Context: an optimization exercise on an open-source flow, tuned for small area, a short achievable clock period and few clock cycles. The choices shown serve that exercise and are no tape-out recipe.

== lane 5 ==
==> module aes_key_sched_ctrl, before the edit <==
module aes_key_sched_ctrl #(
    parameter int NR = aes_pkg::NR
) (
    input  logic         clk,
    input  logic         rst_n,
    input  logic         key_valid,
    input  logic [127:0] key_in,
    output logic         key_ready,
    output logic         busy,
    output logic         keys_valid,
    input  logic [3:0]   rd_idx,
    output logic [127:0] rd_key
);
    localparam int NW = NR + 3;          
    logic        busy_q;
    logic        kv_q;
    logic [7:0]  rcon;
    logic        accept;
    logic        last;
    logic [31:0] w [0:NW-1];
    logic [31:0] e [0:NW];               
    logic [31:0] ka, kb, kc, kd;
    logic [31:0] nw;
    assign key_ready  = ~busy_q;
    assign busy       = busy_q;
    assign keys_valid = kv_q;
    assign accept     = key_valid & ~busy_q;
    assign last = (rcon == aes_pkg::RCON_LAST);
    always_ff @(posedge clk or negedge rst_n) begin
        if (!rst_n) begin
            busy_q <= 1'b0;
            kv_q   <= 1'b0;
        end else if (accept) begin
            busy_q <= 1'b1;
            kv_q   <= 1'b0;
        end else if (busy_q && last) begin
            busy_q <= 1'b0;
            kv_q   <= 1'b1;
        end
    end
    always_ff @(posedge clk) begin
        if (accept)      rcon <= aes_pkg::RCON_INIT;
        else if (busy_q) rcon <= aes_pkg::xtime(rcon);
    end
    aes_key_round u_round (.w_m4(w[NW-4]), .w_m1(w[NW-1]), .rcon(rcon), .w_new(nw));
    assign ka = key_in[127:96];
    assign kb = key_in[95:64];
    assign kc = key_in[63:32];
    assign kd = key_in[31:0];
    always_ff @(posedge clk) begin
        if (busy_q) begin
            for (int k = 0; k < NW - 4; k++) w[k] <= w[k+1];
        end
        if (key_valid || busy_q) begin
            if (busy_q) begin
                w[NW-4] <= w[NW-3];
                w[NW-3] <= w[NW-2];
                w[NW-2] <= w[NW-1];
                w[NW-1] <= nw;
            end else begin
                w[NW-4] <= ka ^ kb ^ kc ^ kd;
                w[NW-3] <= kd ^ kb;
                w[NW-2] <= kd ^ kc;
                w[NW-1] <= kd;
            end
        end
    end
    always_comb begin
        for (int k = 0; k < NW; k++) e[k] = w[k];
        e[NW] = nw;
    end
    logic [31:0] m [0:3];
    for (genvar k = 0; k < 4; k++) begin : g_win
        logic [NR:0] sel;
        aes_rd_dec #(.N(NR + 1)) u_dec (.idx(rd_idx), .sel(sel));
        for (genvar j = 0; j < 32; j++) begin : g_bit
            logic [NR:0] d;
            for (genvar r = 0; r <= NR; r++) begin : g_in
                assign d[r] = e[r+k][j];
            end
            aes_rd_mux #(.N(NR + 1)) u_mux (.sel(sel), .d(d), .y(m[k][j]));
        end
    end
    always_ff @(posedge clk) begin
        rd_key <= {(m[3] ^ m[2]) ^ (m[1] ^ m[0]), m[3] ^ m[1], m[3] ^ m[2], m[3]};
    end
endmodule
==> flow/config.mk <==
export PLATFORM = sky130hd
export DESIGN_NAME = aes_key_sched_ctrl
export DESIGN_NICKNAME = aes_key_sched_ctrl
export VERILOG_FILES = /design/flow/design.v
export SDC_FILE = /design/flow/constraint.sdc
export NUM_CORES = 4
export LEC_CHECK = 0
export CAP_MARGIN = 20
export CORE_MARGIN = 2
export CORE_UTILIZATION = 40
export SLEW_MARGIN = 20
export SYNTH_HIERARCHICAL = 1
export SYNTH_MINIMUM_KEEP_SIZE = 0
==> flow/constraint.sdc <==
create_clock -name core_clock -period 28.0 [get_ports {clk}]
set_input_delay 5.6000 -clock core_clock [delete_from_list [all_inputs] [get_ports {clk}]]
set_output_delay 5.6000 -clock core_clock [all_outputs]
set_load 0.01 [all_outputs]
run.sh (not shown) runs the stock make flow with config.mk's settings and CLKGATE_MAP_FILE= SYNTH_SCRIPT=/design/flow/synth_recipe.tcl, a recipe that flattens the netlist after the stock synthesis.
The following lists how lane 1 was set up differently from lane 5:
--- a/flow/design.v
+++ b/flow/design.v
@@ -220,34 +220,43 @@
     input  logic [3:0]   rd_idx,
     output logic [127:0] rd_key
 );
     localparam int NW = NR + 3;          
-    logic        busy_q;
+    logic        busy_q;                 
+    logic        busy_o;                 
+    logic        ready_o;                
     logic        kv_q;
     logic [7:0]  rcon;
     logic        accept;
     logic        last;
     logic [31:0] w [0:NW-1];
     logic [31:0] e [0:NW];               
     logic [31:0] ka, kb, kc, kd;
     logic [31:0] nw;
-    assign key_ready  = ~busy_q;
-    assign busy       = busy_q;
+    assign key_ready  = ready_o;
+    assign busy       = busy_o;
     assign keys_valid = kv_q;
     assign accept     = key_valid & ~busy_q;
     assign last = (rcon == aes_pkg::RCON_LAST);
     always_ff @(posedge clk or negedge rst_n) begin
         if (!rst_n) begin
-            busy_q <= 1'b0;
-            kv_q   <= 1'b0;
+            busy_q  <= 1'b0;
+            ready_o <= 1'b1;
+            kv_q    <= 1'b0;
         end else if (accept) begin
-            busy_q <= 1'b1;
-            kv_q   <= 1'b0;
+            busy_q  <= 1'b1;
+            ready_o <= 1'b0;
+            kv_q    <= 1'b0;
         end else if (busy_q && last) begin
-            busy_q <= 1'b0;
-            kv_q   <= 1'b1;
+            busy_q  <= 1'b0;
+            ready_o <= 1'b1;
+            kv_q    <= 1'b1;
         end
     end
+    always_ff @(posedge clk or negedge rst_n) begin
+        if (!rst_n) busy_o <= 1'b0;
+        else        busy_o <= (key_valid & ready_o) | (busy_o & ~last);
+    end
     always_ff @(posedge clk) begin
         if (accept)      rcon <= aes_pkg::RCON_INIT;
         else if (busy_q) rcon <= aes_pkg::xtime(rcon);
     end
### Flow results
Of the two values seen for cell with the largest stage delay on the worst path, buf_4 was produced by lane 1 and dfrtp_4 by lane 5.
The maximum frequency of lane 1 was superior to that of lane 5.
Between lane 5 and lane 1, the worst-case hold slack figures differ only marginally.
Lane 1 against lane 5: setup slack of the most critical reg-to-reg path up 0.13 ns; fraction of met1 tracks used by global routing closely matched the old numbers; total length of routed wires has decreased.
Lane 5 → lane 1: register bit count reported by yosys increased by about 0.36% relative to the old numbers, synthesized cell count increased by about 0.5% relative to the old numbers.
Final cell area excluding filler cells, lane 1 and lane 5: lower on lane 5
No run of this note included a check of the RTL's function; only the layout flow was run.

## what the ideal ports hide
Ports are ideal in the flow. The routed layouts listed here were re-timed in OpenROAD.
Step 1 (the two cells are an assumption about what drives the block):
set clk [get_ports {clk}]
set_driving_cell -lib_cell sky130_fd_sc_hd__clkbuf_16 $clk
set_driving_cell -lib_cell sky130_fd_sc_hd__buf_2 [delete_from_list [all_inputs] $clk]
Step 2 also shifts input and output timing later by t, the mid clock arrival at the registers, as if the neighbouring blocks saw the same clock.
Three values: ideal, step 1, step 2; two values: the first two.
run	shift t [ns]	setup slack, ns	clock arrival spread, ns
lane 5	0.694	19.538 / 19.474 / 19.566	0.022 / 0.021
lane 1	0.702	20.116 / 20.153 / 19.451	0.016 / 0.016
After both steps setup and hold are still met in every run listed. The setup slack of lane 1, which loses most, moves by +0.037 ns with the drivers and by -0.665 ns with both steps.
